What follows belongs to an exercise in optimizing a design on an open flow for small area; a production flow would make more cautious choices. Function was checked by simulation only, so behaviour that the tests miss may differ from the original. Power is estimated from default activity; no workload was simulated.

### flow/resyn.tcl
# Re-map the combinational logic of the polarity-cleaned netlist for area.
# Registers, full adders and tie cells are kept as they are (black boxes),
# so every register keeps its cell and name.
yosys -import
set lib $::env(LIB)
read_liberty -ignore_miss_func $lib
read_verilog $::env(IN_V)
hierarchy -top $::env(TOP)
blackbox sky130_fd_sc_hd__df* sky130_fd_sc_hd__edf* sky130_fd_sc_hd__fa_* sky130_fd_sc_hd__conb_*
flatten
opt_clean
abc -liberty $lib -dont_use *probe* -dont_use *lpflow* -dont_use *clkdly* -dont_use *dlygate* -dont_use *dlymetal* -script "+strash;dch;map,-a;mfs2;strash;dch;map,-a;mfs2;strash;dch;map,-a"
opt_clean -purge
setundef -zero
splitnets
opt_clean -purge
hilomap -singleton -hicell sky130_fd_sc_hd__conb_1 HI -locell sky130_fd_sc_hd__conb_1 LO
insbuf -buf sky130_fd_sc_hd__buf_4 A X
opt_clean -purge
check
tee -o $::env(STAT) stat -liberty $lib
write_verilog -noattr -noexpr -nohex -nodec $::env(OUT_V)
### config.mk
export PLATFORM = sky130hd
export DESIGN_NAME = spec_top
export DESIGN_NICKNAME = spec_top
export VERILOG_FILES = /design/flow/design.v
export SDC_FILE = /design/flow/constraint.sdc
export NUM_CORES = 4
export LEC_CHECK = 0
export CAP_MARGIN = 20
export CORE_MARGIN = 2
export CORE_UTILIZATION = 70
export CTS_BUF_LIST = sky130_fd_sc_hd__clkbuf_8
export CTS_CLUSTER_DIAMETER = 50
export CTS_CLUSTER_SIZE = 16
export PLACE_DENSITY = 0.8
export SLEW_MARGIN = 20
### flow/polarity.py
#!/usr/bin/env python3
"""Polarity clean-up of a flat Yosys netlist of sky130hd cells.

Full adders and majority gates are self-dual: complementing every input
complements the outputs. Some gates come in pairs that differ only in the
polarity of their output (and2/nand2, or2/nor2, xor2/xnor2, ...). This picks,
for each such cell, the form that needs the least area in cells plus inverters,
then rewrites the netlist: every inverter whose output is not a port is removed,
and one inverter is added for each net that still needs its complement.
usage: polarity.py IN.v OUT.v
"""
import random
import re
import sys

PFX = 'sky130_fd_sc_hd__'
src = open(sys.argv[1]).read()
mods = re.findall(r'\bmodule\b.*?\bendmodule\b', src, re.S)
assert len(mods) == 1, 'expects one flat module'
mod = mods[0]

cell_re = re.compile(r'(\s*)(' + PFX + r'\w+)\s+(\S+)\s*\((.*?)\);', re.S)
pin_re = re.compile(r'\.(\w+)\(\s*(.*?)\s*\)(?=\s*,|\s*$)', re.S)

cells = []
for m in cell_re.finditer(mod):
    pins = {p: n.strip() for p, n in pin_re.findall(m.group(4))}
    cells.append([m.group(2)[len(PFX):], m.group(3), pins, m.span()])

OUT_PINS = {'X', 'Y', 'Q', 'Q_N', 'SUM', 'COUT', 'HI', 'LO'}
INV_AREA = 3.7536
# self-dual cells: (inputs, outputs)
SELF_DUAL = {'fa_1': (('A', 'B', 'CIN'), ('SUM', 'COUT')),
             'maj3_1': (('A', 'B', 'C'), ('X',))}
# output-polarity pairs: type -> (other type, out pin, other out pin, area, other area)
PAIRS = {}
def pair(a, pa, aa, b, pb, ab):
    PAIRS[a] = (b, pa, pb, aa, ab)
    PAIRS[b] = (a, pb, pa, ab, aa)
pair('and2_1', 'X', 6.256, 'nand2_1', 'Y', 3.7536)
pair('or2_1', 'X', 6.256, 'nor2_1', 'Y', 3.7536)
pair('xor2_1', 'X', 8.7584, 'xnor2_1', 'Y', 8.7584)
pair('and3_1', 'X', 6.256, 'nand3_1', 'Y', 5.0048)
pair('or3_1', 'X', 6.256, 'nor3_1', 'Y', 5.0048)
pair('and4_1', 'X', 8.7584, 'nand4_1', 'Y', 6.256)
pair('or4_1', 'X', 7.5072, 'nor4_1', 'Y', 6.256)
pair('a21o_1', 'X', 7.5072, 'a21oi_1', 'Y', 5.0048)
pair('a211o_1', 'X', 8.7584, 'a211oi_1', 'Y', 7.5072)
pair('a22o_1', 'X', 8.7584, 'a22oi_1', 'Y', 7.5072)
pair('a31o_1', 'X', 8.7584, 'a31oi_1', 'Y', 6.256)
pair('a221o_1', 'X', 10.0096, 'a221oi_1', 'Y', 8.7584)
pair('a32o_1', 'X', 10.0096, 'a32oi_1', 'Y', 8.7584)
pair('a311o_1', 'X', 10.0096, 'a311oi_1', 'Y', 8.7584)
pair('a41o_1', 'X', 10.0096, 'a41oi_1', 'Y', 8.7584)
pair('a2111o_1', 'X', 11.2608, 'a2111oi_0', 'Y', 8.7584)
pair('a21bo_1', 'X', 10.0096, 'a21boi_0', 'Y', 7.5072)
pair('o21a_1', 'X', 7.5072, 'o21ai_0', 'Y', 5.0048)
pair('o211a_1', 'X', 10.0096, 'o211ai_1', 'Y', 7.5072)
pair('o22a_1', 'X', 8.7584, 'o22ai_1', 'Y', 6.256)
pair('o31a_1', 'X', 8.7584, 'o31ai_1', 'Y', 7.5072)
pair('o221a_1', 'X', 11.2608, 'o221ai_1', 'Y', 8.7584)
pair('o311a_1', 'X', 10.0096, 'o311ai_0', 'Y', 8.7584)
pair('o21ba_1', 'X', 10.0096, 'o21bai_1', 'Y', 7.5072)
pair('mux2_1', 'X', 11.2608, 'mux2i_1', 'Y', 10.0096)
pair('and2b_1', 'X', 7.5072, 'nand2b_1', 'Y', 6.256)
pair('or2b_1', 'X', 7.5072, 'nor2b_1', 'Y', 6.256)
pair('and3b_1', 'X', 8.7584, 'nand3b_1', 'Y', 7.5072)
pair('or3b_1', 'X', 8.7584, 'nor3b_1', 'Y', 7.5072)
pair('and4b_1', 'X', 10.0096, 'nand4b_1', 'Y', 8.7584)
pair('or4b_1', 'X', 10.0096, 'nor4b_1', 'Y', 8.7584)
pair('xor3_1', 'X', 23.7728, 'xnor3_1', 'X', 22.5216)

ports_out = set()
for m in re.finditer(r'\boutput\s+(?:wire\s+)?(\[[^\]]*\]\s*)?([^;]+);', mod):
    for nm in m.group(2).split(','):
        ports_out.add(nm.strip())
def is_port_net(n):
    return n in ports_out or re.sub(r'\s*\[\d+\]$', '', n) in ports_out

driver = {}
for i, c in enumerate(cells):
    for p, n in c[2].items():
        if p in OUT_PINS:
            driver[n] = (i, p)

def is_inv(c):
    return c[0] in ('inv_1', 'inv_2', 'clkinv_1')
removable = {i for i, c in enumerate(cells) if is_inv(c) and not is_port_net(c[2]['Y'])}

def literal(n):
    par = 0
    while n in driver and driver[n][0] in removable:
        n = cells[driver[n][0]][2]['A']
        par ^= 1
    return n, par

# variables: self-dual cells and pair cells whose outputs are not ports
var = {}
for i, c in enumerate(cells):
    if c[0] in SELF_DUAL or c[0] in PAIRS:
        outs = [n for p, n in c[2].items() if p in OUT_PINS]
        if not any(is_port_net(n) for n in outs):
            var[i] = 0

cons = []
for i, c in enumerate(cells):
    if i in removable:
        continue
    for p, n in c[2].items():
        if p in OUT_PINS or n == '' or re.match(r"^\d+'[bh]", n):
            continue
        b, par = literal(n)
        sd = c[0] in SELF_DUAL and i in var and p in SELF_DUAL[c[0]][0]
        d = driver.get(b)
        cons.append((i, p, b, par, sd, d[0] if d and d[0] in var else None))

by_var = {}
for k, (i, p, b, par, sd, dv) in enumerate(cons):
    if sd:
        by_var.setdefault(i, []).append(k)
    if dv is not None:
        by_var.setdefault(dv, []).append(k)

def need_bit(k, x):
    i, p, b, par, sd, dv = cons[k]
    return par ^ (x[dv] if dv is not None else 0) ^ (x[i] if sd else 0)

def gate_area(i, x):
    t = cells[i][0]
    if t in PAIRS:
        return PAIRS[t][4] if x[i] else PAIRS[t][3]
    return 0.0

def total(x):
    need = {}
    for k in range(len(cons)):
        if need_bit(k, x):
            need[cons[k][2]] = 1
    return len(need) * INV_AREA + sum(gate_area(i, x) for i in var)

# incremental: count of complement users per base net
def build(x):
    cnt = {}
    for k in range(len(cons)):
        if need_bit(k, x):
            b = cons[k][2]
            cnt[b] = cnt.get(b, 0) + 1
    return cnt

def delta(v, x, cnt):
    # area change if v flips
    d = 0.0
    t = cells[v][0]
    if t in PAIRS:
        d += (PAIRS[t][3] - PAIRS[t][4]) if x[v] else (PAIRS[t][4] - PAIRS[t][3])
    ch = {}
    for k in by_var.get(v, []):
        b = cons[k][2]
        ch[b] = ch.get(b, 0) + (-1 if need_bit(k, x) else 1)
    for b, dd in ch.items():
        before = cnt.get(b, 0) > 0
        after = cnt.get(b, 0) + dd > 0
        d += (after - before) * INV_AREA
    return d, ch

def apply(v, x, cnt, ch):
    x[v] ^= 1
    for b, dd in ch.items():
        cnt[b] = cnt.get(b, 0) + dd

def descend(x):
    cnt = build(x)
    vs = list(var)
    improved = True
    while improved:
        improved = False
        random.shuffle(vs)
        for v in vs:
            d, ch = delta(v, x, cnt)
            if d < -1e-9:
                apply(v, x, cnt, ch)
                improved = True
    return x

random.seed(7)
x = dict(var)
start = total(x)
x = descend(x)
best, bx = total(x), dict(x)
for rnd in range(60):
    y = dict(bx)
    for v in random.sample(list(var), max(1, len(var) // 12)):
        y[v] ^= 1
    y = descend(y)
    ty = total(y)
    if ty < best - 1e-9:
        best, bx = ty, dict(y)
x = bx
cnt = build(x)
need = sorted(b for b, c in cnt.items() if c > 0)
sys.stderr.write(f'polarity: {len(removable)} inverters removed, {len(need)} added; '
                 f'{sum(x.values())} of {len(var)} cells flipped; area {start:.1f} -> {best:.1f}\n')

def esc(n):
    return n + ' ' if n.startswith('\\') else n

tag = 0
while f'_polinv{tag}_' in src:
    tag += 1
inv_name = {b: f'_polinv{tag}_{k}_' for k, b in enumerate(need)}
newpins = {}
for k, (i, p, b, par, sd, dv) in enumerate(cons):
    newpins[(i, p)] = inv_name[b] if need_bit(k, x) else b

out = []
pos = 0
for i, c in enumerate(cells):
    a, e = c[3]
    out.append(mod[pos:a])
    pos = e
    if i in removable:
        continue
    typ, name, pins = c[0], c[1], c[2]
    plist = []
    for p, n in pins.items():
        q = p
        if i in var and x[i] and typ in PAIRS and p == PAIRS[typ][1]:
            q = PAIRS[typ][2]
        plist.append(f'    .{q}({esc(newpins.get((i, p), n))})')
    if i in var and x[i] and typ in PAIRS:
        typ = PAIRS[typ][0]
    out.append('\n  ' + PFX + typ + ' ' + name + ' (\n' + ',\n'.join(plist) + '\n  );')
out.append(mod[pos:])
body = ''.join(out)
decl = ''.join(f'  wire {w};\n' for w in inv_name.values())
body = body.replace(');', ');\n' + decl, 1)
body = body.replace('endmodule', ''.join(
    f'  {PFX}inv_1 _polinv{tag}_cell_{k}_ (\n    .A({esc(b)}),\n    .Y({inv_name[b]})\n  );\n'
    for k, b in enumerate(need)) + 'endmodule')
open(sys.argv[2], 'w').write(src.replace(mod, body))
### design.v
package fft_stream_pkg;
	typedef struct packed {
		logic                      valid;
		logic                      sop;    
		logic                      eop;    
		logic [10-1:0] addr;   
	} sink_frame_t;
	typedef struct packed {
		logic                             valid;
		logic                             sop;   
		logic                             eop;
		logic signed [10-1:0] re;
		logic signed [10-1:0] im;
	} spec_bin_t;
endpackage
package spectrum_pkg;
	typedef struct packed {
		logic                      valid;
		logic [10-1:0] bin;
		logic [20-1:0]  power;
		logic                      last;   
	} power_sample_t;
	typedef struct packed {
		logic [10-1:0] bin;
		logic [20-1:0]  power;
	} peak_t;
	typedef struct packed {
		peak_t a;
		peak_t b;
	} tone_pair_t;
	typedef struct packed {
		logic [10-1:0] bin;
		logic [20-1:0]  power;
		logic [10-1:0]    amp;
	} tone_t;
	typedef struct packed {
		tone_t a;
		tone_t b;
	} tone_report_t;
endpackage
module frame_sequencer (
	input  logic                        sys_clk,
	input  logic                        sys_rst,
	input  logic                        adc_flag,
	output fft_stream_pkg::sink_frame_t frame
);
	localparam int ADDR_W = 10;
	logic              run;    
	logic [ADDR_W-1:0] addr;   
	always_ff @(posedge sys_clk or negedge sys_rst)
	begin
		if (!sys_rst)
		begin
			run  <= 1'b0;
			addr <= '0;
		end
		else
		begin
			addr <= addr + ADDR_W'(run);
			if (run)
				run <= ~&addr;  
			else
				run <= adc_flag;  
		end
	end
	assign frame = {run, run & ~|addr, run & &addr, addr};
endmodule
module bin_power (
	input  logic                          sys_clk,
	input  logic                          sys_rst,
	input  fft_stream_pkg::spec_bin_t     spec,
	output spectrum_pkg::power_sample_t   sample
);
	localparam int BIN_W = 10;
	localparam int POW_W = 20;
	localparam logic [BIN_W-1:0] LAST_BIN = BIN_W'(511);
	logic                      first_q;   
	logic [BIN_W-1:0]          bin_cur;
	logic [POW_W-1:0]          power_cur;
	logic                      valid_q;
	logic [BIN_W-1:0]          bin_q;
	logic [POW_W-1:0]          power_q;
	assign bin_cur = (spec.sop | first_q) ? '0 : bin_q + 1'b1;
	power_sq i_power_sq (
		.re (spec.re),
		.im (spec.im),
		.p  (power_cur)
	);
	always_ff @(posedge sys_clk or negedge sys_rst)
	begin
		if (!sys_rst)
		begin
			first_q <= 1'b1;
			valid_q <= 1'b0;
		end
		else
		begin
			valid_q <= spec.valid;
			if (spec.valid)
				first_q <= 1'b0;
		end
	end
	always_ff @(posedge sys_clk)
	begin
		if (spec.valid)
			bin_q <= bin_cur;
		power_q <= power_cur;  
	end
	assign sample = {valid_q, bin_q, power_q, valid_q && bin_q == LAST_BIN};
endmodule
module power_sq (
	input  logic [9:0]  re,
	input  logic [9:0]  im,
	output logic [19:0] p
);
	logic c109, c111, c113, c115, c117, c119, c121, c123, c125, c127, c129, c131, c133, c135, c137, c139, c141, c143, c145, c147, c149, c151, c153, c155, c157, c159, c161, c163, c165, c167, c169, c171, c173, c175, c177, c179, c181, c183, c185, c187, c189, c191, c193, c195, c197, c199, c201, c203, c205, c207, c209, c211, c213, c215, c217, c219, c221, c223, c225, c227, c229, c231, c233, c235, c237, c239, c241, c243, c245, c247, c249, c251, c253, c255, c257, c259, c261, c263, c265, c267, c269, c271, c273, c275, c277, c279, c281, c283, c285, c287, c289, c291, c293, c295, c297, c299, c301, c303, c305, c307, c309, c311, s108, s110, s112, s114, s116, s118, s120, s122, s124, s126, s128, s130, s132, s134, s136, s138, s140, s142, s144, s146, s148, s150, s152, s154, s156, s158, s160, s162, s164, s166, s168, s170, s172, s174, s176, s178, s180, s182, s184, s186, s188, s190, s192, s194, s196, s198, s200, s202, s204, s206, s208, s210, s212, s214, s216, s218, s220, s222, s224, s226, s228, s230, s232, s234, s236, s238, s240, s242, s244, s246, s248, s250, s252, s254, s256, s258, s260, s262, s264, s266, s268, s270, s272, s274, s276, s278, s280, s282, s284, s286, s288, s290, s292, s294, s296, s298, s300, s302, s304, s306, s308, s310, t1, t2, t3, t4, t5, t6, t7, t8, t9, t10, t11, t12, t13, t14, t15, t16, t17, t18, t19, t20, t21, t22, t23, t24, t25, t26, t27, t28, t29, t30, t31, t32, t33, t34, t35, t36, t37, t38, t39, t40, t41, t42, t43, t44, t45, t46, t47, t48, t49, t50, t51, t52, t53, t54, t55, t56, t57, t58, t59, t60, t61, t62, t63, t64, t65, t66, t67, t68, t69, t70, t71, t72, t73, t74, t75, t76, t77, t78, t79, t80, t81, t82, t83, t84, t85, t86, t87, t88, t89, t90, t91, t92, t93, t94, t95, t96, t97, t98, t99, t100, t101, t102, t103, t104, t105, t106, t107;
	assign t1 = re[1] & ~re[0];
	assign t2 = re[1] & re[0];
	assign t3 = re[2] & ~re[1];
	assign t4 = re[2] & re[1];
	assign t5 = re[3] & ~re[2];
	assign t6 = re[3] & re[2];
	assign t7 = re[4] & ~re[3];
	assign t8 = re[4] & re[3];
	assign t9 = re[5] & ~re[4];
	assign t10 = re[5] & re[4];
	assign t11 = re[6] & ~re[5];
	assign t12 = re[6] & re[5];
	assign t13 = re[7] & ~re[6];
	assign t14 = re[7] & re[6];
	assign t15 = re[8] & ~re[7];
	assign t16 = re[8] & re[7];
	assign t17 = re[0] & re[2];
	assign t18 = re[0] & re[3];
	assign t19 = re[0] & re[4];
	assign t20 = re[0] & re[5];
	assign t21 = re[0] & re[6];
	assign t22 = re[0] & re[7];
	assign t23 = re[0] & re[8];
	assign t24 = re[1] & re[3];
	assign t25 = re[1] & re[4];
	assign t26 = re[1] & re[5];
	assign t27 = re[1] & re[6];
	assign t28 = re[1] & re[7];
	assign t29 = re[1] & re[8];
	assign t30 = re[2] & re[4];
	assign t31 = re[2] & re[5];
	assign t32 = re[2] & re[6];
	assign t33 = re[2] & re[7];
	assign t34 = re[2] & re[8];
	assign t35 = re[3] & re[5];
	assign t36 = re[3] & re[6];
	assign t37 = re[3] & re[7];
	assign t38 = re[3] & re[8];
	assign t39 = re[4] & re[6];
	assign t40 = re[4] & re[7];
	assign t41 = re[4] & re[8];
	assign t42 = re[5] & re[7];
	assign t43 = re[5] & re[8];
	assign t44 = re[6] & re[8];
	assign t45 = ~(re[0] & re[9]);
	assign t46 = ~(re[1] & re[9]);
	assign t47 = ~(re[2] & re[9]);
	assign t48 = ~(re[3] & re[9]);
	assign t49 = ~(re[4] & re[9]);
	assign t50 = ~(re[5] & re[9]);
	assign t51 = ~(re[6] & re[9]);
	assign t52 = ~(re[7] & re[9]);
	assign t53 = ~(re[8] & re[9]);
	assign t54 = im[1] & ~im[0];
	assign t55 = im[1] & im[0];
	assign t56 = im[2] & ~im[1];
	assign t57 = im[2] & im[1];
	assign t58 = im[3] & ~im[2];
	assign t59 = im[3] & im[2];
	assign t60 = im[4] & ~im[3];
	assign t61 = im[4] & im[3];
	assign t62 = im[5] & ~im[4];
	assign t63 = im[5] & im[4];
	assign t64 = im[6] & ~im[5];
	assign t65 = im[6] & im[5];
	assign t66 = im[7] & ~im[6];
	assign t67 = im[7] & im[6];
	assign t68 = im[8] & ~im[7];
	assign t69 = im[8] & im[7];
	assign t70 = im[0] & im[2];
	assign t71 = im[0] & im[3];
	assign t72 = im[0] & im[4];
	assign t73 = im[0] & im[5];
	assign t74 = im[0] & im[6];
	assign t75 = im[0] & im[7];
	assign t76 = im[0] & im[8];
	assign t77 = im[1] & im[3];
	assign t78 = im[1] & im[4];
	assign t79 = im[1] & im[5];
	assign t80 = im[1] & im[6];
	assign t81 = im[1] & im[7];
	assign t82 = im[1] & im[8];
	assign t83 = im[2] & im[4];
	assign t84 = im[2] & im[5];
	assign t85 = im[2] & im[6];
	assign t86 = im[2] & im[7];
	assign t87 = im[2] & im[8];
	assign t88 = im[3] & im[5];
	assign t89 = im[3] & im[6];
	assign t90 = im[3] & im[7];
	assign t91 = im[3] & im[8];
	assign t92 = im[4] & im[6];
	assign t93 = im[4] & im[7];
	assign t94 = im[4] & im[8];
	assign t95 = im[5] & im[7];
	assign t96 = im[5] & im[8];
	assign t97 = im[6] & im[8];
	assign t98 = ~(im[0] & im[9]);
	assign t99 = ~(im[1] & im[9]);
	assign t100 = ~(im[2] & im[9]);
	assign t101 = ~(im[3] & im[9]);
	assign t102 = ~(im[4] & im[9]);
	assign t103 = ~(im[5] & im[9]);
	assign t104 = ~(im[6] & im[9]);
	assign t105 = ~(im[7] & im[9]);
	assign t106 = ~(im[8] & im[9]);
	assign t107 = ~t10;
	assign s108 = t8 ^ t23;
	assign c109 = t8 & t23;
	assign s110 = t9 ^ t29 ^ t33;
	assign c111 = (t9 & t29) | (t9 & t33) | (t29 & t33);
	assign s112 = t34 ^ t37 ^ t39;
	assign c113 = (t34 & t37) | (t34 & t39) | (t37 & t39);
	assign s114 = t11 ^ t38;
	assign c115 = t11 & t38;
	assign s116 = t6 ^ t21 ^ t26;
	assign c117 = (t6 & t21) | (t6 & t26) | (t21 & t26);
	assign s118 = t7 ^ t22 ^ t27;
	assign c119 = (t7 & t22) | (t7 & t27) | (t22 & t27);
	assign s120 = t31 ^ t60;
	assign c121 = t31 & t60;
	assign s122 = t28 ^ t32 ^ t35;
	assign c123 = (t28 & t32) | (t28 & t35) | (t32 & t35);
	assign s124 = t61 ^ t76 ^ t81;
	assign c125 = (t61 & t76) | (t61 & t81) | (t76 & t81);
	assign s126 = t85 ^ t88;
	assign c127 = t85 & t88;
	assign s128 = t36 ^ t45 ^ t62;
	assign c129 = (t36 & t45) | (t36 & t62) | (t45 & t62);
	assign s130 = t82 ^ t86 ^ t89;
	assign c131 = (t82 & t86) | (t82 & t89) | (t86 & t89);
	assign s132 = t98 ^ c109 ^ s110;
	assign c133 = (t98 & c109) | (t98 & s110) | (c109 & s110);
	assign s134 = t46 ^ t63 ^ t87;
	assign c135 = (t46 & t63) | (t46 & t87) | (t63 & t87);
	assign s136 = t90 ^ t92 ^ t99;
	assign c137 = (t90 & t92) | (t90 & t99) | (t92 & t99);
	assign s138 = t107 ^ c111 ^ s112;
	assign c139 = (t107 & c111) | (t107 & s112) | (c111 & s112);
	assign s140 = t40 ^ t47 ^ t64;
	assign c141 = (t40 & t47) | (t40 & t64) | (t47 & t64);
	assign s142 = t91 ^ t93 ^ t100;
	assign c143 = (t91 & t93) | (t91 & t100) | (t93 & t100);
	assign s144 = t10 ^ c113 ^ s114;
	assign c145 = (t10 & c113) | (t10 & s114) | (c113 & s114);
	assign s146 = t12 ^ t41 ^ t42;
	assign c147 = (t12 & t41) | (t12 & t42) | (t41 & t42);
	assign s148 = t48 ^ t65 ^ t94;
	assign c149 = (t48 & t65) | (t48 & t94) | (t65 & t94);
	assign s150 = t95 ^ t101 ^ c115;
	assign c151 = (t95 & t101) | (t95 & c115) | (t101 & c115);
	assign s152 = t13 ^ t43 ^ t49;
	assign c153 = (t13 & t43) | (t13 & t49) | (t43 & t49);
	assign s154 = t66 ^ t96;
	assign c155 = t66 & t96;
	assign s156 = t14 ^ t44 ^ t50;
	assign c157 = (t14 & t44) | (t14 & t50) | (t44 & t50);
	assign s158 = t4 ^ t19 ^ t24;
	assign c159 = (t4 & t19) | (t4 & t24) | (t19 & t24);
	assign s160 = t5 ^ t20 ^ t25;
	assign c161 = (t5 & t20) | (t5 & t25) | (t20 & t25);
	assign s162 = t58 ^ t73;
	assign c163 = t58 & t73;
	assign s164 = t30 ^ t59 ^ t74;
	assign c165 = (t30 & t59) | (t30 & t74) | (t59 & t74);
	assign s166 = t79 ^ t83 ^ s116;
	assign c167 = (t79 & t83) | (t79 & s116) | (t83 & s116);
	assign s168 = t75 ^ t80 ^ t84;
	assign c169 = (t75 & t80) | (t75 & t84) | (t80 & t84);
	assign s170 = c117 ^ s118 ^ s120;
	assign c171 = (c117 & s118) | (c117 & s120) | (s118 & s120);
	assign s172 = s108 ^ c119 ^ c121;
	assign c173 = (s108 & c119) | (s108 & c121) | (c119 & c121);
	assign s174 = s122 ^ s124 ^ s126;
	assign c175 = (s122 & s124) | (s122 & s126) | (s124 & s126);
	assign s176 = c123 ^ c125 ^ c127;
	assign c177 = (c123 & c125) | (c123 & c127) | (c125 & c127);
	assign s178 = s128 ^ s130 ^ s132;
	assign c179 = (s128 & s130) | (s128 & s132) | (s130 & s132);
	assign s180 = c129 ^ c131 ^ c133;
	assign c181 = (c129 & c131) | (c129 & c133) | (c131 & c133);
	assign s182 = s134 ^ s136 ^ s138;
	assign c183 = (s134 & s136) | (s134 & s138) | (s136 & s138);
	assign s184 = c135 ^ c137 ^ c139;
	assign c185 = (c135 & c137) | (c135 & c139) | (c137 & c139);
	assign s186 = s140 ^ s142 ^ s144;
	assign c187 = (s140 & s142) | (s140 & s144) | (s142 & s144);
	assign s188 = c141 ^ c143 ^ c145;
	assign c189 = (c141 & c143) | (c141 & c145) | (c143 & c145);
	assign s190 = s146 ^ s148 ^ s150;
	assign c191 = (s146 & s148) | (s146 & s150) | (s148 & s150);
	assign s192 = t102 ^ c147 ^ c149;
	assign c193 = (t102 & c147) | (t102 & c149) | (c147 & c149);
	assign s194 = c151 ^ s152 ^ s154;
	assign c195 = (c151 & s152) | (c151 & s154) | (s152 & s154);
	assign s196 = t67 ^ t97 ^ t103;
	assign c197 = (t67 & t97) | (t67 & t103) | (t97 & t103);
	assign s198 = c153 ^ c155 ^ s156;
	assign c199 = (c153 & c155) | (c153 & s156) | (c155 & s156);
	assign s200 = t15 ^ t51 ^ t68;
	assign c201 = (t15 & t51) | (t15 & t68) | (t51 & t68);
	assign s202 = t104 ^ c157;
	assign c203 = t104 & c157;
	assign s204 = t16 ^ t52 ^ t69;
	assign c205 = (t16 & t52) | (t16 & t69) | (t52 & t69);
	assign s206 = re[9] ^ t53;
	assign c207 = re[9] & t53;
	assign s208 = t2 ^ t17;
	assign c209 = t2 & t17;
	assign s210 = t3 ^ t18 ^ t56;
	assign c211 = (t3 & t18) | (t3 & t56) | (t18 & t56);
	assign s212 = t57 ^ t72 ^ t77;
	assign c213 = (t57 & t72) | (t57 & t77) | (t72 & t77);
	assign s214 = t78 ^ c159 ^ s160;
	assign c215 = (t78 & c159) | (t78 & s160) | (c159 & s160);
	assign s216 = c161 ^ c163 ^ s164;
	assign c217 = (c161 & c163) | (c161 & s164) | (c163 & s164);
	assign s218 = c165 ^ c167 ^ s168;
	assign c219 = (c165 & c167) | (c165 & s168) | (c167 & s168);
	assign s220 = c169 ^ c171 ^ s172;
	assign c221 = (c169 & c171) | (c169 & s172) | (c171 & s172);
	assign s222 = c173 ^ c175 ^ s176;
	assign c223 = (c173 & c175) | (c173 & s176) | (c175 & s176);
	assign s224 = c177 ^ c179 ^ s180;
	assign c225 = (c177 & c179) | (c177 & s180) | (c179 & s180);
	assign s226 = c181 ^ c183 ^ s184;
	assign c227 = (c181 & c183) | (c181 & s184) | (c183 & s184);
	assign s228 = c185 ^ c187 ^ s188;
	assign c229 = (c185 & c187) | (c185 & s188) | (c187 & s188);
	assign s230 = c189 ^ c191 ^ s192;
	assign c231 = (c189 & c191) | (c189 & s192) | (c191 & s192);
	assign s232 = c193 ^ c195 ^ s196;
	assign c233 = (c193 & c195) | (c193 & s196) | (c195 & s196);
	assign s234 = c197 ^ c199 ^ s200;
	assign c235 = (c197 & c199) | (c197 & s200) | (c199 & s200);
	assign s236 = t105 ^ c201 ^ c203;
	assign c237 = (t105 & c201) | (t105 & c203) | (c201 & c203);
	assign s238 = im[9] ^ t106 ^ c205;
	assign c239 = (im[9] & t106) | (im[9] & c205) | (t106 & c205);
	assign s240 = t55 ^ t70;
	assign c241 = t55 & t70;
	assign s242 = t71 ^ c209 ^ s210;
	assign c243 = (t71 & c209) | (t71 & s210) | (c209 & s210);
	assign s244 = s158 ^ c211 ^ s212;
	assign c245 = (s158 & c211) | (s158 & s212) | (c211 & s212);
	assign s246 = s162 ^ c213 ^ s214;
	assign c247 = (s162 & c213) | (s162 & s214) | (c213 & s214);
	assign s248 = s166 ^ c215 ^ s216;
	assign c249 = (s166 & c215) | (s166 & s216) | (c215 & s216);
	assign s250 = s170 ^ c217 ^ s218;
	assign c251 = (s170 & c217) | (s170 & s218) | (c217 & s218);
	assign s252 = s174 ^ c219 ^ s220;
	assign c253 = (s174 & c219) | (s174 & s220) | (c219 & s220);
	assign s254 = s178 ^ c221 ^ s222;
	assign c255 = (s178 & c221) | (s178 & s222) | (c221 & s222);
	assign s256 = s182 ^ c223 ^ s224;
	assign c257 = (s182 & c223) | (s182 & s224) | (c223 & s224);
	assign s258 = s186 ^ c225 ^ s226;
	assign c259 = (s186 & c225) | (s186 & s226) | (c225 & s226);
	assign s260 = s190 ^ c227 ^ s228;
	assign c261 = (s190 & c227) | (s190 & s228) | (c227 & s228);
	assign s262 = s194 ^ c229 ^ s230;
	assign c263 = (s194 & c229) | (s194 & s230) | (c229 & s230);
	assign s264 = s198 ^ c231 ^ s232;
	assign c265 = (s198 & c231) | (s198 & s232) | (c231 & s232);
	assign s266 = s202 ^ c233 ^ s234;
	assign c267 = (s202 & c233) | (s202 & s234) | (c233 & s234);
	assign s268 = s204 ^ c235 ^ s236;
	assign c269 = (s204 & c235) | (s204 & s236) | (c235 & s236);
	assign s270 = s206 ^ c237 ^ s238;
	assign c271 = (s206 & c237) | (s206 & s238) | (c237 & s238);
	assign s272 = c207 ^ c239;
	assign c273 = c207 & c239;
	assign s274 = re[0] ^ im[0];
	assign c275 = re[0] & im[0];
	assign s276 = t1 ^ t54;
	assign c277 = t1 & t54;
	assign s278 = s208 ^ s240 ^ c277;
	assign c279 = (s208 & s240) | (s208 & c277) | (s240 & c277);
	assign s280 = c241 ^ s242 ^ c279;
	assign c281 = (c241 & s242) | (c241 & c279) | (s242 & c279);
	assign s282 = c243 ^ s244 ^ c281;
	assign c283 = (c243 & s244) | (c243 & c281) | (s244 & c281);
	assign s284 = c245 ^ s246 ^ c283;
	assign c285 = (c245 & s246) | (c245 & c283) | (s246 & c283);
	assign s286 = c247 ^ s248 ^ c285;
	assign c287 = (c247 & s248) | (c247 & c285) | (s248 & c285);
	assign s288 = c249 ^ s250 ^ c287;
	assign c289 = (c249 & s250) | (c249 & c287) | (s250 & c287);
	assign s290 = c251 ^ s252 ^ c289;
	assign c291 = (c251 & s252) | (c251 & c289) | (s252 & c289);
	assign s292 = c253 ^ s254 ^ c291;
	assign c293 = (c253 & s254) | (c253 & c291) | (s254 & c291);
	assign s294 = c255 ^ s256 ^ c293;
	assign c295 = (c255 & s256) | (c255 & c293) | (s256 & c293);
	assign s296 = c257 ^ s258 ^ c295;
	assign c297 = (c257 & s258) | (c257 & c295) | (s258 & c295);
	assign s298 = c259 ^ s260 ^ c297;
	assign c299 = (c259 & s260) | (c259 & c297) | (s260 & c297);
	assign s300 = c261 ^ s262 ^ c299;
	assign c301 = (c261 & s262) | (c261 & c299) | (s262 & c299);
	assign s302 = c263 ^ s264 ^ c301;
	assign c303 = (c263 & s264) | (c263 & c301) | (s264 & c301);
	assign s304 = c265 ^ s266 ^ c303;
	assign c305 = (c265 & s266) | (c265 & c303) | (s266 & c303);
	assign s306 = c267 ^ s268 ^ c305;
	assign c307 = (c267 & s268) | (c267 & c305) | (s268 & c305);
	assign s308 = c269 ^ s270 ^ c307;
	assign c309 = (c269 & s270) | (c269 & c307) | (s270 & c307);
	assign s310 = c271 ^ s272 ^ c309;
	assign c311 = (c271 & s272) | (c271 & c309) | (s272 & c309);
	assign p[0] = s274;
	assign p[1] = c275;
	assign p[2] = s276;
	assign p[3] = s278;
	assign p[4] = s280;
	assign p[5] = s282;
	assign p[6] = s284;
	assign p[7] = s286;
	assign p[8] = s288;
	assign p[9] = s290;
	assign p[10] = s292;
	assign p[11] = s294;
	assign p[12] = s296;
	assign p[13] = s298;
	assign p[14] = s300;
	assign p[15] = s302;
	assign p[16] = s304;
	assign p[17] = s306;
	assign p[18] = s308;
	assign p[19] = s310;
endmodule
module peak_pair_tracker (
	input  logic                        sys_clk,
	input  logic                        sys_rst,
	input  spectrum_pkg::power_sample_t sample,
	output spectrum_pkg::tone_pair_t    pair,
	output logic                        pair_valid
);
	localparam int BIN_W = 10;
	localparam logic [BIN_W-1:0] FIRST_BIN = BIN_W'(1);
	spectrum_pkg::peak_t lo;
	spectrum_pkg::peak_t hi;
	logic                best_hi;
	logic                in_range;
	logic                start;
	logic                gt_lo;
	logic                gt_hi;
	logic                gt_best;
	assign in_range = sample.valid && !sample.bin[BIN_W-1] && (sample.bin != '0);
	assign start    = sample.bin == FIRST_BIN;
	always_comb
	begin
		gt_lo = 1'b0;
		gt_hi = 1'b0;
		for (int i = 0; i < 20; i++)
		begin
			gt_lo = (sample.power[i] & ~lo.power[i]) | ((sample.power[i] | ~lo.power[i]) & gt_lo);
			gt_hi = (sample.power[i] & ~hi.power[i]) | ((sample.power[i] | ~hi.power[i]) & gt_hi);
		end
	end
	assign gt_best  = best_hi ? gt_hi : gt_lo;
	always_ff @(posedge sys_clk)
	begin
		if (in_range && (start || gt_lo || gt_hi))
		begin
			hi      <= {1'b0, sample.bin[BIN_W-2:0], sample.power};  
			best_hi <= start || gt_best;
			if (start)
				lo <= '0;
			else if (best_hi)
				lo <= hi;
		end
	end
	assign pair = {lo, hi};
	always_ff @(posedge sys_clk or negedge sys_rst)
	begin
		if (!sys_rst)
			pair_valid <= 1'b0;
		else
			pair_valid <= sample.last;  
	end
endmodule
module isqrt (
	input  logic [10:0]   rem,     
	input  logic [1:0]             bits,    
	input  logic [10-1:0] root,    
	output logic [10:0]   rem_nxt,
	output logic                   root_bit
);
	localparam int W = 10 + 3;
	logic [W-1:0] rem_shift;
	logic [W-1:0] trial;
	logic [W-1:0] diff;
	logic         borrow;
	assign rem_shift = {rem, bits};
	assign trial     = {1'b0, root, 2'b01};  
	always_comb
	begin
		borrow = 1'b0;
		for (int i = 0; i < W; i++)
		begin
			diff[i] = rem_shift[i] ^ trial[i] ^ borrow;
			borrow  = (~rem_shift[i] & trial[i]) | (~(rem_shift[i] ^ trial[i]) & borrow);
		end
	end
	assign root_bit = !borrow;
	assign rem_nxt  = root_bit ? diff[10:0] : rem_shift[10:0];
endmodule
module peak_reporter (
	input  logic                       sys_clk,
	input  logic                       sys_rst,
	input  spectrum_pkg::tone_pair_t   pair,
	input  logic                       pair_valid,
	output spectrum_pkg::tone_report_t report,
	output logic                       update_flag
);
	localparam int POW_W = 20;
	localparam int AMP_W = 10;
	localparam int BIN_W = 10;
	localparam logic [3:0] LAST_STEP = 4'(AMP_W - 1);
	logic [2*POW_W-1:0] pow_q;     
	logic [2*POW_W-1:0] pow_nxt;
	logic [BIN_W-2:0]   bin_a_q;   
	logic [BIN_W-2:0]   bin_b_q;
	logic [AMP_W:0]     rem_q;
	logic [2*AMP_W-1:0] root_q;    
	logic [2*AMP_W-1:0] root_nxt;
	logic [3:0]         step_q;    
	logic               tone_b_q;
	logic               busy_q;
	logic [AMP_W:0]     rem_nxt;
	logic               root_bit;
	logic [AMP_W-1:0]   root_mask;
	logic               tone_end;
	logic               fin;
	always_comb
		for (int i = 0; i < AMP_W; i++)
			root_mask[i] = step_q > 4'(i);
	isqrt i_isqrt (
		.rem      (rem_q),
		.bits     (pow_q[2*POW_W-1 -: 2]),
		.root     (root_q[AMP_W-1:0] & root_mask),
		.rem_nxt  (rem_nxt),
		.root_bit (root_bit)
	);
	assign pow_nxt  = {pow_q[2*POW_W-3:0], pow_q[2*POW_W-1 -: 2]};
	assign root_nxt = {root_q[2*AMP_W-2:0], root_bit};
	assign tone_end = step_q == LAST_STEP;
	assign fin      = busy_q && tone_b_q && tone_end;
	always_ff @(posedge sys_clk)
	begin
		pow_q  <= pair_valid ? {pair.a.power, pair.b.power} : pow_nxt;
		rem_q  <= (pair_valid || tone_end) ? '0 : rem_nxt;
		root_q <= root_nxt;
		if (pair_valid)
		begin
			step_q   <= '0;
			tone_b_q <= 1'b0;
		end
		else
		begin
			step_q <= tone_end ? '0 : step_q + 1'b1;
			if (tone_end)
				tone_b_q <= !tone_b_q;
		end
		if (pair_valid)
		begin
			bin_a_q <= pair.a.bin[BIN_W-2:0];
			bin_b_q <= pair.b.bin[BIN_W-2:0];
		end
	end
	always_ff @(posedge sys_clk or negedge sys_rst)
	begin
		if (!sys_rst)
		begin
			busy_q      <= 1'b0;
			report      <= '0;
			update_flag <= 1'b0;
		end
		else
		begin
			update_flag <= fin;
			if (pair_valid)
				busy_q <= 1'b1;
			else if (fin)
				busy_q <= 1'b0;
			if (fin)
			begin
				report.a <= {1'b0, bin_a_q, pow_nxt[2*POW_W-1 -: POW_W], root_nxt[2*AMP_W-1 -: AMP_W]};
				report.b <= {1'b0, bin_b_q, pow_nxt[POW_W-1:0], root_nxt[AMP_W-1:0]};
			end
		end
	end
endmodule
module spec_top (
	input  logic                             sys_clk,
	input  logic                             sys_rst,
	input  logic                             adc_flag,
	input  logic                             spec_valid,
	input  logic                             spec_sop,
	input  logic                             spec_eop,
	input  logic signed [10-1:0] spec_re,
	input  logic signed [10-1:0] spec_im,
	output logic [10-1:0]        sample_addr,
	output logic                             sink_valid,
	output logic                             sink_sop,
	output logic                             sink_eop,
	output logic                             power_valid,
	output logic [10-1:0]        power_bin,
	output logic [20-1:0]         power,
	output logic                             update_flag,
	output logic [10-1:0]        bin_a,
	output logic [10-1:0]        bin_b,
	output logic [20-1:0]         power_a,
	output logic [20-1:0]         power_b,
	output logic [10-1:0]           amp_a,
	output logic [10-1:0]           amp_b
);
	fft_stream_pkg::sink_frame_t  frame;
	fft_stream_pkg::spec_bin_t    spec;
	spectrum_pkg::power_sample_t  sample;
	spectrum_pkg::tone_pair_t     pair;
	logic                         pair_valid;
	spectrum_pkg::tone_report_t   report;
	assign spec = {spec_valid, spec_sop, spec_eop, spec_re, spec_im};
	frame_sequencer i_frame_sequencer (
		.sys_clk  (sys_clk),
		.sys_rst  (sys_rst),
		.adc_flag (adc_flag),
		.frame    (frame)
	);
	bin_power i_bin_power (
		.sys_clk (sys_clk),
		.sys_rst (sys_rst),
		.spec    (spec),
		.sample  (sample)
	);
	peak_pair_tracker i_peak_pair_tracker (
		.sys_clk    (sys_clk),
		.sys_rst    (sys_rst),
		.sample     (sample),
		.pair       (pair),
		.pair_valid (pair_valid)
	);
	peak_reporter i_peak_reporter (
		.sys_clk     (sys_clk),
		.sys_rst     (sys_rst),
		.pair        (pair),
		.pair_valid  (pair_valid),
		.report      (report),
		.update_flag (update_flag)
	);
	assign sample_addr = frame.addr;
	assign sink_valid  = frame.valid;
	assign sink_sop    = frame.sop;
	assign sink_eop    = frame.eop;
	assign power_valid = sample.valid;  
	assign power_bin   = sample.bin;
	assign power       = sample.power;
	assign bin_a   = report.a.bin;
	assign bin_b   = report.b.bin;
	assign power_a = report.a.power;
	assign power_b = report.b.power;
	assign amp_a   = report.a.amp;
	assign amp_b   = report.b.amp;
endmodule
### constraint.sdc
create_clock -name core_clock -period 10.0 [get_ports {sys_clk}]
set_input_delay 2.0000 -clock core_clock [delete_from_list [all_inputs] [get_ports {sys_clk}]]
set_output_delay 2.0000 -clock core_clock [all_outputs]
set_load 0.01 [all_outputs]
### flow/run.sh
#!/bin/bash
# The standard layout with two changes:
# - after the standard synthesis, the combinational logic between the registers is
#   cleaned up: flow/polarity.py removes inverters around the full adders and
#   polarity-paired gates, and flow/resyn.tcl re-maps the rest with ABC for area.
#   Registers (cells and names) and full adders are kept as they are.
# - the port buffers are made of the smallest buffer cell.
set -euo pipefail
R=orfs/results/sky130hd/spec_top/base
LIB=$FLOW_HOME/platforms/sky130hd/lib/sky130_fd_sc_hd__tt_025C_1v80.lib
YOSYS=yosys
[[ -x $FLOW_HOME/../tools/install/yosys/bin/yosys ]] && YOSYS=$FLOW_HOME/../tools/install/yosys/bin/yosys
bash standard.sh synth > synth.log 2>&1
cp $R/1_2_yosys.v $R/1_2_yosys.standard.v
python3 flow/polarity.py $R/1_2_yosys.standard.v $R/1_2_yosys.pol1.v > polarity1.log 2>&1
LIB=$LIB IN_V=$R/1_2_yosys.pol1.v OUT_V=$R/1_2_yosys.resyn.v TOP=$FLOW_TOP STAT=resyn_stat.txt \
  $YOSYS -c flow/resyn.tcl > resyn.log 2>&1
python3 flow/polarity.py $R/1_2_yosys.resyn.v $R/1_2_yosys.v > polarity2.log 2>&1
rm -f $R/1_synth.odb $R/1_synth.sdc
bash standard.sh BUFFER_PORTS_ARGS="-buffer_cell sky130_fd_sc_hd__buf_1" finish > standard.log 2>&1
### standard.sh
#!/bin/bash
# synth_recipe.tcl (not shown) runs the flow's synth.tcl, then flattens the netlist and writes it again
# the make line also repeats each setting of config.mk as NAME=value (left out here)
make -C /OpenROAD-flow-scripts/flow DESIGN_CONFIG=/design/flow/config.mk WORK_HOME=/design/flow/orfs CLKGATE_MAP_FILE= SYNTH_SCRIPT=/design/flow/synth_recipe.tcl "${@:-finish}"
==> impl_metrics.toml, run 1 <==
[status]
outcome = "no timing/DRC/antenna violations"

[sta]
period_needed_ps = 9400
max_slew_margin = 0.351
fin_crit_sh = 0.940
worst_slack_ps = 598
hold_viol_final = 0
finalClockSkew_ps = 27.9
slew_viol_final = 0
rsz0062_at_grt = "false"
tns_ps = 0
setup_viol = 0
tightest_slew_ps = 973
max_freq_mhz = 106

[cts]
root_buffer = "clkbuf_8"
clock_latency_ps = 560
postCtsSetupBuffers = 0
h-tree-depth = 1
clkTransAtPathRegs_ps = 90
cts_sinks = 276
hold_buffers = 0
numCtsBuffers = 25
cts_resized = 0
cts_tree = "yes"
clock_path_buffers = 3

[placement]
port_buffers = 147
pre_cts_ws_ps = 7.40
dp_hpwl_um = 19000
place.gp.congestion = 1.01

[floorplan]
die_h_um = 141
coreArea_um2 = 18500
placement_rows = 50
start_util = 0.708
io_pins = 151
die_x_um = 141
dieArea_um2 = 19800

[power]
pwr-share-comb = 0.306
p_total_mw = 3.20
pwr_density_cell_nw_per_um2 = 233
p_sw_mw = 1.12
power.share.sequential = 0.482
switching_share = 0.349
leakage_nw = 6.37
clockPowerShare = 0.212
peakVddDrop_v = 0.000131
internal_power_mw = 2.08

[finish]
drive_gt1_frac = 0.0503
num-nets-final = 1475
postLayoutCoreUtil = 0.742
antenna_cells = 0
syn_to_final_growth_pct = 4.85
nFillCells = 1332

[global_routing]
grt_use_total = 0.263
grt_max_degree = 98
antenna_found_initial = 0
grt_pass1_vias = 8474
gr-total-overflow = 0
grt_pass1_wl_um = 41800

[setup_path]
cp_data_arrival_time_ps = 9890
reg2reg_from = "i_peak_reporter.step_q[2]$_SDFF_PP0_"
crit_required_ps = 10490
end_kind = "flop"
r2r_slack_ps = 4760
reg2reg_to = "i_peak_reporter.rem_q[4]$_SDFF_PP0_"
worstSetupPathType = "in -> reg"
cp_max_fo = 6
critPathLaunchType = "input port"
reg2regPathDepth = 19

[route]
wl_per_cell_um = 15.8
drc = 0
via_per_inst = 5.33
dr.pass1.iters = 5
vias = 8557
finalWirelength_um = 25300
dr.first_iter.drc_count = 532
drtAntennaViolNets = 0

[worst_hold_path]
whs_endpoint = "i_peak_reporter.root_q[17]$_DFF_P_"
holdPathStages = 0
hp-class = "reg -> reg"
min_from = "i_peak_reporter.root_q[16]$_DFF_P_"

[synth]
synthCells = 1279
netlist_area_um2 = 13100
avgSynthCellArea_um2 = 10.2
ys_warn_count = 5

[run]
maxCapViolations = 0
-- how the worst max path moves through the flow --
stage | start | endpoint | slack, ps | depth (start not counted)
after floorplan | spec_re[2] | i_bin_power.power_q[19]$_DFF_P_ | 530 | 22
after CTS | spec_re[1] | i_bin_power.power_q[19]$_DFF_P_ | 600 | 22
after detailed placement | spec_re[1] | i_bin_power.power_q[19]$_DFF_P_ | 7 | 22
final | spec_im[1] | i_bin_power.power_q[19]$_DFF_P_ | 600 | 22
after global placement | spec_re[1] | i_bin_power.power_q[19]$_DFF_P_ | 140 | 22
after global routing | spec_re[1] | i_bin_power.power_q[19]$_DFF_P_ | 320 | 22
-- worst max-delay path, cell delays in order --
cell and delay [ps]:
buf_1 280, nor2_1 110, fa_1 510, fa_1 440
fa_1 460, fa_1 420, fa_1 400, fa_1 410
fa_1 400, fa_1 410, fa_1 400, fa_1 390
fa_1 390, fa_1 390, fa_1 390, fa_1 380
fa_1 400, fa_1 400, fa_1 390, xnor2_1 180
xor2_1 190, xor2_1 140
-- layer usage --
metal | global-route usage | share of wire
met5 | 0 | 0
met4 | 0.0647 | 0.022
met3 | 0.0493 | 0.070
met2 | 0.434 | 0.48
met1 | 0.370 | 0.43
-- metrics by stage --
| step | instance area [um^2] | cells | hold WS, ps |
|---|---|---|---|
| final | 13700 | 1606 | 351 |
| after detailed placement | 13200 | 1560 | 339 |
| after CTS | 13700 | 1606 | 350 |
| after global placement | 13200 | 1560 | 336 |
| after floorplan | 13100 | 1280 | 331 |
| after global routing | 13700 | 1606 | 357 |
-- placed cells by master (no fill, tap or decap), types with 2 or more instances in the layout --
cell type / instances
buf_1: 146
edfxtp_1: 87
clkinvlp_4: 2
nor2_1: 164
dfxtp_1: 95
inv_1: 159
a211oi_1: 6
conb_1: 2
a221oi_1: 3
fa_1: 96
o21ai_0: 110
and2_1: 5
buf_4: 19
o22ai_1: 10
nor3_2: 2
nor3_1: 18
inv_6: 2
inv_8: 3
xor2_1: 11
clkbuf_8: 27
nand2_1: 244
dfrtp_1: 92
a21oi_1: 18
xnor2_1: 3
inv_4: 2
o211ai_1: 2
o221ai_1: 3
and3_2: 3
nor4_1: 3
nand3_1: 7
a22oi_1: 11
-- layout make-up --
class                   count  area, um^2  area share
multi-input cells         732        4790       0.348
flip-flops and latches    276        6870       0.500
clock buffers              27         372      0.0270
repair buffers            166         698      0.0508
well taps                 234         293      0.0213
inverters                 152         571      0.0415
clock inverters            19         149      0.0108
-- power groups by stage --
| stage | sequential (mW) | combinational, mW | clock, mW |
|---|---|---|---|
| 3_3_place_gp | 1.56 | 0.911 | 0 |
| 3_5_place_dp | 1.57 | 0.985 | 0 |
| 5_1_grt | 1.57 | 1.14 | 0.733 |
| 2_1_floorplan | 1.52 | 0.805 | 0 |
| 6_report | 1.54 | 0.980 | 0.679 |
| 4_1_cts | 1.54 | 0.995 | 0.691 |
-- registers in the layout, summed over array words and instances, names as in the netlist, 4 cells and up --
name and cells:
i_peak_reporter.pow_q 40, i_peak_reporter.root_q 19, i_peak_reporter.step_q 4, i_peak_pair_tracker.hi 29, i_peak_reporter.report 78, i_peak_reporter.bin_a_q 9
i_bin_power.power_q 20, i_peak_reporter.rem_q 11, i_frame_sequencer.addr 10, i_peak_pair_tracker.lo 29, i_peak_reporter.bin_b_q 9, i_bin_power.bin_q 10
==> run 2, diff against run 1 <==
--- a/config.mk
+++ b/config.mk
@@ -9,7 +9,7 @@
 export CORE_MARGIN = 2
 export CORE_UTILIZATION = 70
 export CTS_BUF_LIST = sky130_fd_sc_hd__clkbuf_8
-export CTS_CLUSTER_DIAMETER = 50
-export CTS_CLUSTER_SIZE = 16
+export CTS_CLUSTER_DIAMETER = 60
+export CTS_CLUSTER_SIZE = 18
 export PLACE_DENSITY = 0.8
 export SLEW_MARGIN = 20
==> run 2 against run 1 <==
Effect of this change: still clean; worst setup slack got worse by 7.6 ps; die area did not move; design area fell by 1.0%; via count fell by 0.37%; global-route usage rose by 0.051 points; synthesized area did not move; core utilization fell by 0.75 points; maximum frequency barely moved; worst hold slack improved by 6.1 ps.
==> impl_metrics.toml, run 2 <==
[synth]
avgSynthCellArea_um2 = 10.2
synthCells = 1279
ys_warn_count = 5
netlist_area_um2 = 13100

[sta]
setup_viol = 0
hold_viol_final = 0
max_slew_margin = 0.358
period_needed_ps = 9410
rsz0062_at_grt = "false"
tns_ps = 0
tightest_slew_ps = 962
max_freq_mhz = 106
finalClockSkew_ps = 34.8
fin_crit_sh = 0.941
slew_viol_final = 0

[cts]
cts_sinks = 276
cts_tree = "yes"
clock_latency_ps = 540
cts_resized = 0
hold_buffers = 0
h-tree-depth = 1
root_buffer = "clkbuf_8"
clock_path_buffers = 3
postCtsSetupBuffers = 0
numCtsBuffers = 20
clkTransAtPathRegs_ps = 110

[global_routing]
grt_use_total = 0.264
grt_pass1_wl_um = 41800
gr-total-overflow = 0
grt_max_degree = 98
grt_pass1_vias = 8402
antenna_found_initial = 0

[route]
vias = 8525
drtAntennaViolNets = 0
wl_per_cell_um = 15.9
drc = 0
finalWirelength_um = 25400
via_per_inst = 5.35
dr.pass1.iters = 5
dr.first_iter.drc_count = 544

[setup_path]
critPathMaxStageDelay_ps = 510
crit_slowest_cell = "fa_1"
reg2reg_from = "i_peak_reporter.step_q[2]$_SDFF_PP0_"
end_kind = "flop"
worstSetupPathType = "in -> reg"
cp_data_arrival_time_ps = 9890
critPathLaunchType = "input port"
reg2reg_to = "i_peak_reporter.rem_q[4]$_SDFF_PP0_"
r2r_slack_ps = 4730
cpLargestDelayFamily = "adder cells"
crit_required_ps = 10480
cp_max_fo = 6
critPathMostFrequentCell = "fa_1"
critPathBufInv = 1
reg2regPathDepth = 19
path_cells = "buf_1 > nor2_1 > fa_1 > fa_1 > fa_1 > fa_1 > fa_1 > fa_1 > fa_1 > fa_1 > fa_1 > fa_1 > fa_1 > fa_1 > fa_1 > fa_1 > fa_1 > fa_1 > fa_1 > xnor2_1 > xor2_1 > xor2_1"

[status]
outcome = "no timing/DRC/antenna violations"

[floorplan]
die_h_um = 141
io_pins = 151
start_util = 0.708
placement_rows = 50
dieArea_um2 = 19800
die_x_um = 141
coreArea_um2 = 18500

[finish]
layout_common_cells = "nand2_1 (244), nor2_1 (164), inv_1 (162)"
seq_area_um2 = 6870
syn_to_final_growth_pct = 3.79
multi_input_area_um2 = 4790
drive_gt1_frac = 0.0397
largest_reg_flops = 78
antenna_cells = 0
top_register = "i_peak_reporter.report"
num-nets-final = 1470
top_regs = "i_peak_reporter.report (78), i_peak_reporter.pow_q (40)"
layout_commonest_cell = "nand2_1"
nFillCells = 1351

[placement]
dp_hpwl_um = 19000
port_buffers = 147
place.gp.congestion = 1.01

[power]
pwr_density_cell_nw_per_um2 = 229
leakage_nw = 6.31
peakVddDrop_v = 0.000115
p_total_mw = 3.11

[worst_hold_path]
whs_endpoint = "i_peak_reporter.root_q[15]$_DFF_P_"
hp-class = "reg -> reg"
min_from = "i_peak_reporter.root_q[14]$_DFF_P_"
holdPathStages = 0

[run]
maxCapViolations = 0
[run 2: power by group]
group / internal (mW) / switching (mW) / leakage (nW)
Sequential: 1.40 / 0.149 / 2.87
Clock: 0.228 / 0.349 / 0.230
Combinational: 0.400 / 0.590 / 3.21
[run 2: worst max-delay path by stage]
stage                     startpoint  slack, ps                         endpoint  cells after the start
after floorplan           spec_re[2]        530  i_bin_power.power_q[19]$_DFF_P_                     22
after global placement    spec_re[1]        140  i_bin_power.power_q[19]$_DFF_P_                     22
after detailed placement  spec_re[1]          7  i_bin_power.power_q[19]$_DFF_P_                     22
after CTS                 spec_re[1]        570  i_bin_power.power_q[19]$_DFF_P_                     22
after global routing      spec_re[1]        300  i_bin_power.power_q[19]$_DFF_P_                     22
final                     spec_im[1]        590  i_bin_power.power_q[19]$_DFF_P_                     22
[run 2: routing by layer]
layer / track usage / wire [um] / up-vias
li1: - / - / 4091
met1: 0.373 / 11000 / 4125
met2: 0.435 / 12200 / 268
met3: 0.0459 / 1610 / 41
met4: 0.0674 / 520 / 0
met5: 0 / 0 / -
[run 2: final cells by class]
class	count	area share
clock buffer	21	0.0213
clock inverter	13	0.00681
inverter	152	0.0420
multi-input combinational	732	0.352
sequential	276	0.505
tap	234	0.0215
timing repair buffer	166	0.0513
[run 2: per-stage QoR]
step	hold WS, ps	utilization	worst slack, ps	cells	instance area (um^2)
2_1_floorplan	331	-	533	1280	13100
3_3_place_gp	336	0.714	135	1560	13200
5_1_grt	367	0.734	303	1594	13600
3_5_place_dp	339	0.714	7.40	1560	13200
4_1_cts	360	0.734	575	1594	13600
6_report	357	0.734	590	1594	13600
==> run 3, diff against run 2 <==
--- a/config.mk
+++ b/config.mk
@@ -7,9 +7,9 @@
 export LEC_CHECK = 0
 export CAP_MARGIN = 20
 export CORE_MARGIN = 2
-export CORE_UTILIZATION = 70
+export CORE_UTILIZATION = 55
 export CTS_BUF_LIST = sky130_fd_sc_hd__clkbuf_8
 export CTS_CLUSTER_DIAMETER = 60
 export CTS_CLUSTER_SIZE = 18
-export PLACE_DENSITY = 0.8
+export PLACE_DENSITY = 0.7
 export SLEW_MARGIN = 20
==> run 3 against run 2 <==
Effect of this change: maximum frequency about the same; count of clock-buffer cells in the layout up 1; combinational power down 3.9%; largest power group unchanged.
==> impl_metrics.toml, run 3 <==
[status]
outcome = "no timing/DRC/antenna violations"

[cts]
clock_latency_ps = 540
h-tree-depth = 1
cts_sinks = 276
cts_tree = "yes"
clkTransAtPathRegs_ps = 110
cts_resized = 0
hold_buffers = 0
clock_path_buffers = 3
postCtsSetupBuffers = 0
numCtsBuffers = 20
root_buffer = "clkbuf_8"

[sta]
max_freq_mhz = 106
finalClockSkew_ps = 25.5
slew_viol_final = 0
worst_slack_ps = 598
fin_crit_sh = 0.940
period_needed_ps = 9400
hold_viol_final = 0
holdWs_ps = 353
max_slew_margin = 0.346
tightest_slew_ps = 979
rsz0062_at_grt = "false"
setup_viol = 0

[worst_hold_path]
hp-class = "reg -> reg"

[setup_path]
worstSetupPathType = "in -> reg"
crit_required_ps = 10460
critPathBufInv = 2
cp_data_arrival_time_ps = 9870
critPathMaxStageDelay_ps = 470
r2r_slack_ps = 4890
reg2reg_from = "i_peak_reporter.step_q[2]$_SDFF_PP0_"
end_kind = "flop"
crit_slowest_cell = "fa_1"
critPathMostFrequentCell = "fa_1"
path_cells = "buf_1 > inv_1 > nor2_1 > fa_1 > fa_1 > fa_1 > fa_1 > fa_1 > fa_1 > fa_1 > fa_1 > fa_1 > fa_1 > fa_1 > fa_1 > fa_1 > fa_1 > fa_1 > fa_1 > fa_1 > xnor2_1 > xor2_1 > xor2_1"
reg2reg_to = "i_peak_reporter.rem_q[4]$_SDFF_PP0_"
reg2regPathDepth = 19
crit_cells = 23
cpLargestDelayFamily = "adder cells"
cp-startpoint = "spec_re[0]"
endpoint = "i_bin_power.power_q[19]$_DFF_P_"
cp_max_fo = 4
critPathLaunchType = "input port"

[synth]
avgSynthCellArea_um2 = 10.2
netlist_area_um2 = 13100
ys_warn_count = 5
synthCells = 1279

[placement]
pre_cts_ws_ps = -20.8
dp_cells = 1646
port_buffers = 147
dpl-instance-area_um2 = 13300
place.gp.congestion = 0.995
dp_hpwl_um = 18700

[run]
maxCapViolations = 0

[floorplan]
die_x_um = 158
placement_rows = 56
coreArea_um2 = 23400
io_pins = 151
dieArea_um2 = 25100
start_util = 0.560
die_h_um = 158

[route]
finalWirelength_um = 24800
wl_per_cell_um = 14.8
vias = 8271
drtAntennaViolNets = 0
drc = 0
dr.first_iter.drc_count = 506
via_per_inst = 4.92
dr.pass1.iters = 5

[power]
peakVddDrop_v = 0.0000836
leakage_nw = 6.32
pwr_density_cell_nw_per_um2 = 223

[global_routing]
grt_pass1_vias = 7984
antenna_found_initial = 0
grt_use_total = 0.202
grt_pass1_wl_um = 39800
grt_max_degree = 100
gr-total-overflow = 0

[finish]
top_register = "i_peak_reporter.report"
num-nets-final = 1471
antenna_cells = 0
final_cell_area_um2 = 13700
syn_to_final_growth_pct = 4.62
top_regs = "i_peak_reporter.report (78), i_peak_reporter.pow_q (40)"
drive_gt1_frac = 0.0418
nFillCells = 2081
layout_commonest_cell = "nand2_1"
final_cells = 1682
layout_common_cells = "nand2_1 (244), nor2_1 (164), inv_1 (162)"
largest_reg_flops = 78
run 3: layout make-up:
| cell class | count | area (um^2) | share of cell area |
|---|---|---|---|
| repair buffers | 167 | 706 | 0.0515 |
| clock buffers | 22 | 303 | 0.0221 |
| multi-input cells | 732 | 4790 | 0.349 |
| flip-flops and latches | 276 | 6870 | 0.501 |
| clock inverters | 14 | 73.8 | 0.00539 |
| inverters | 152 | 571 | 0.0416 |
| well taps | 319 | 399 | 0.0291 |
run 3: worst reg2reg max path, cell delays in order (launching register included):
cell,delay (ps)
dfxtp_1,350
nor2_1,300
nand2_1,110
nand2_1,100
fa_1,220
fa_1,210
fa_1,190
inv_1,60
fa_1,410
fa_1,440
fa_1,420
fa_1,440
fa_1,430
fa_1,390
inv_1,80
o32ai_1,70
nand2_1,410
inv_1,220
nor2_1,140
nor2_1,50
run 3: how the worst min path moves through the flow:
| stage | start | endpoint | slack (ps) | cells past startpoint |
|---|---|---|---|---|
| after floorplan | i_peak_reporter.root_q[9]$_DFF_P_ | i_peak_reporter.root_q[10]$_DFF_P_ | 330 | 0 |
| after global placement | i_peak_reporter.root_q[8]$_DFF_P_ | i_peak_reporter.root_q[9]$_DFF_P_ | 340 | 0 |
| after detailed placement | i_peak_reporter.root_q[17]$_DFF_P_ | i_peak_reporter.root_q[18]$_DFF_P_ | 340 | 0 |
| after CTS | i_peak_reporter.root_q[15]$_DFF_P_ | i_peak_reporter.root_q[16]$_DFF_P_ | 350 | 0 |
| after global routing | i_peak_reporter.root_q[10]$_DFF_P_ | i_peak_reporter.root_q[11]$_DFF_P_ | 350 | 0 |
| final | i_peak_reporter.root_q[15]$_DFF_P_ | i_peak_reporter.root_q[16]$_DFF_P_ | 350 | 0 |
run 3: per-stage QoR:
stage | power, mW | utilization | TNS, ps
after floorplan | 2.32 | - | 0
after global placement | 2.48 | 0.570 | 0
after detailed placement | 2.54 | 0.570 | -20.8
after CTS | 3.10 | 0.586 | 0
after global routing | 3.31 | 0.586 | 0
final | 3.05 | 0.586 | 0
run 3: metal layers:
layer	wire (um)	track usage	part of all wire
met1	11400	0.284	0.46
met2	11600	0.328	0.47
met3	1510	0.0381	0.061
met4	349	0.0472	0.014
met5	0	0	0
run 3: where the power goes:
part           total (mW)  leakage [nW]  switching [mW]  internal, mW
logic               0.951          3.22           0.563         0.388
clock network       0.563         0.231           0.352         0.211
registers            1.54          2.87           0.141          1.40
==> run 4, diff against run 3 <==
--- a/config.mk
+++ b/config.mk
@@ -7,9 +7,9 @@
 export LEC_CHECK = 0
 export CAP_MARGIN = 20
 export CORE_MARGIN = 2
-export CORE_UTILIZATION = 55
+export CORE_UTILIZATION = 85
 export CTS_BUF_LIST = sky130_fd_sc_hd__clkbuf_8
 export CTS_CLUSTER_DIAMETER = 60
 export CTS_CLUSTER_SIZE = 18
-export PLACE_DENSITY = 0.7
+export PLACE_DENSITY = 0.9
 export SLEW_MARGIN = 20
==> run 4 against run 3 <==
Effect of this change: still clean on timing, DRC and antenna; critical path depth is 1 lower; synthesized area stayed put; count of clock-buffer cells in the layout is 3 lower; maximum frequency is 1.1% lower; final cell count is 7.8% lower; worst setup slack worse by 110 ps; power is 5.7% higher.
==> impl_metrics.toml, run 4 <==
[sta]
tightest_slew_ps = 1020
max_freq_mhz = 105
hold_viol_final = 0
max_slew_margin = 0.310
period_needed_ps = 9510
slew_viol_final = 0
holdWs_ps = 365
setup_viol = 0
finalClockSkew_ps = 29.1
rsz0062_at_grt = "false"
worst_slack_ps = 490
fin_crit_sh = 0.951

[global_routing]
gr-total-overflow = 0
grt_max_degree = 127
grt_pass1_vias = 9236
grt_pass1_wl_um = 46000
antenna_found_initial = 0
grt_use_total = 0.364

[placement]
dp_cells = 1515
dp_hpwl_um = 20800
port_buffers = 147
pre_cts_ws_ps = -78.4
place.gp.congestion = 0.917

[setup_path]
reg2regPathDepth = 17
crit_required_ps = 10460
end_kind = "flop"
critPathMostFrequentCell = "fa_1"
critPathLaunchType = "input port"
cp_data_arrival_time_ps = 9970
worstSetupPathType = "in -> reg"
crit_slowest_cell = "fa_1"
cp_max_fo = 5
critPathMaxStageDelay_ps = 580
path_cells = "buf_1 > nor2_1 > fa_1 > fa_1 > fa_1 > fa_1 > fa_1 > fa_1 > fa_1 > fa_1 > fa_1 > fa_1 > fa_1 > fa_1 > fa_1 > fa_1 > fa_1 > fa_1 > fa_1 > xnor2_1 > xor2_1 > xor2_1"

[finish]
antenna_cells = 0
drive_gt1_frac = 0.0396
postLayoutCoreUtil = 0.893
final_cells = 1550
top_register = "i_peak_reporter.report"
top_regs = "i_peak_reporter.report (78), i_peak_reporter.pow_q (40)"
largest_reg_flops = 78
layout_commonest_cell = "nand2_1"
nFillCells = 643
syn_to_final_growth_pct = 3.26
layout_common_cells = "nand2_1 (244), nor2_1 (164), inv_1 (164)"
num-nets-final = 1471

[floorplan]
io_pins = 151
dieArea_um2 = 16400
start_util = 0.865
die_h_um = 128
coreArea_um2 = 15100
die_x_um = 128
placement_rows = 45

[synth]
avgSynthCellArea_um2 = 10.2
netlist_area_um2 = 13100
ys_warn_count = 5
synthCells = 1279

[route]
dr.pass1.iters = 6
vias = 9544
drtAntennaViolNets = 0
drc = 0
finalWirelength_um = 31600
via_per_inst = 6.16
dr.first_iter.drc_count = 1116
wl_per_cell_um = 20.4

[cts]
root_buffer = "clkbuf_8"
numCtsBuffers = 19
cts_tree = "yes"
clkTransAtPathRegs_ps = 110
hold_buffers = 0
clock_path_buffers = 3
cts_resized = 0
h-tree-depth = 1
cts_sinks = 276
postCtsSetupBuffers = 0
clock_latency_ps = 550

[worst_hold_path]
hp-class = "reg -> reg"
holdPathStages = 0

[power]
pwr_density_cell_nw_per_um2 = 238
leakage_nw = 6.31
peakVddDrop_v = 0.000145

[status]
outcome = "no timing/DRC/antenna violations"

[run]
maxCapViolations = 0
-- run 4: worst max-delay path: cells and delay by family --
kind,cells,cell delay (ps)
buffers and inverters,1,210
adders and majority gates,17,7090
xor gates and xnor gates,3,550
and+or+nand+nor,1,110
-- run 4: final timing paths --
| path | from | end | slack, ps |
|---|---|---|---|
| setup / recovery | spec_re[1] | i_bin_power.power_q[19]$_DFF_P_ | 490 |
| hold / removal | i_peak_reporter.root_q[11]$_DFF_P_ | i_peak_reporter.root_q[12]$_DFF_P_ | 370 |
| setup reg to reg | i_peak_reporter.step_q[2]$_SDFF_PP0_ | i_peak_reporter.rem_q[10]$_SDFF_PP0_ | 4130 |
| hold reg to reg | i_peak_reporter.root_q[11]$_DFF_P_ | i_peak_reporter.root_q[12]$_DFF_P_ | 370 |
| max in group asynchronous | sys_rst | i_bin_power.first_q$_DFFE_PN1P_ | 7650 |
| min in group asynchronous | sys_rst | i_peak_reporter.report[14]$_DFFE_PN0P_ | 1340 |
-- run 4: report_power, final --
group          total (mW)  internal [mW]  switching, mW
clock               0.535          0.184          0.351
combinational        1.13          0.423          0.704
sequential           1.56           1.40          0.168
-- run 4: metrics by stage --
step / setup TNS, ps / area [um^2] / power, mW
after floorplan: 0 / 13100 / 2.32
after global placement: 0 / 13200 / 2.46
after detailed placement: -78.4 / 13200 / 2.59
after CTS: 0 / 13500 / 3.12
after global routing: 0 / 13500 / 3.40
final: 0 / 13500 / 3.23
-- run 4: routing by layer --
metal | track usage | wire length (um) | vias to the layer above
li1 | - | - | 4082
met1 | 0.469 | 11200 | 4608
met2 | 0.630 | 15500 | 710
met3 | 0.0672 | 3190 | 144
met4 | 0.132 | 1680 | 0
met5 | 0 | 0 | -
-- run 4: layout make-up --
type	count	area, um^2	share of cell area
clock buffers	19	262	0.0193
clock inverters	15	68.8	0.00509
inverters	152	571	0.0422
multi-input cells	732	4790	0.354
flip-flops and latches	276	6870	0.508
well taps	188	235	0.0174
repair buffers	168	737	0.0545

==> re-timing with driven ports <==
Ports are ideal in the flow. The routed layouts listed here were re-timed in OpenROAD.
Step 1 sets driving cells, clkbuf_16 on the clock port and buf_2 on the other inputs (assumed; they add their load-dependent delay and slew).
Step 2 adds t to the input delays and takes it off the output delays; t is the mean of the earliest and latest rising clock arrival at the registers after step 1. Input paths then give back, and output paths get back, about the clock's delay inside the block.
a / b / c = ideal ports / drivers / drivers and shift; a / b = the first two.
run	t, ns	slack for setup (ns)	worst setup path after step 2	clock arrival spread, ns	cell pins on the clock port's net
run 1	0.585	0.598 / 0.617 / 0.032	input to register	0.028 / 0.028	1
run 2	0.562	0.590 / 0.609 / 0.046	input to register	0.035 / 0.035	1
run 3	0.570	0.598 / 0.615 / 0.045	input to register	0.029 / 0.029	1
run 4	0.572	0.490 / 0.507 / -0.064	input to register	0.031 / 0.031	1
With both steps, setup timing fails in run 4, where it was met with ideal ports. For run 1, which loses most, drivers alone change the setup slack by +0.019 ns; drivers and shift together by -0.566 ns.
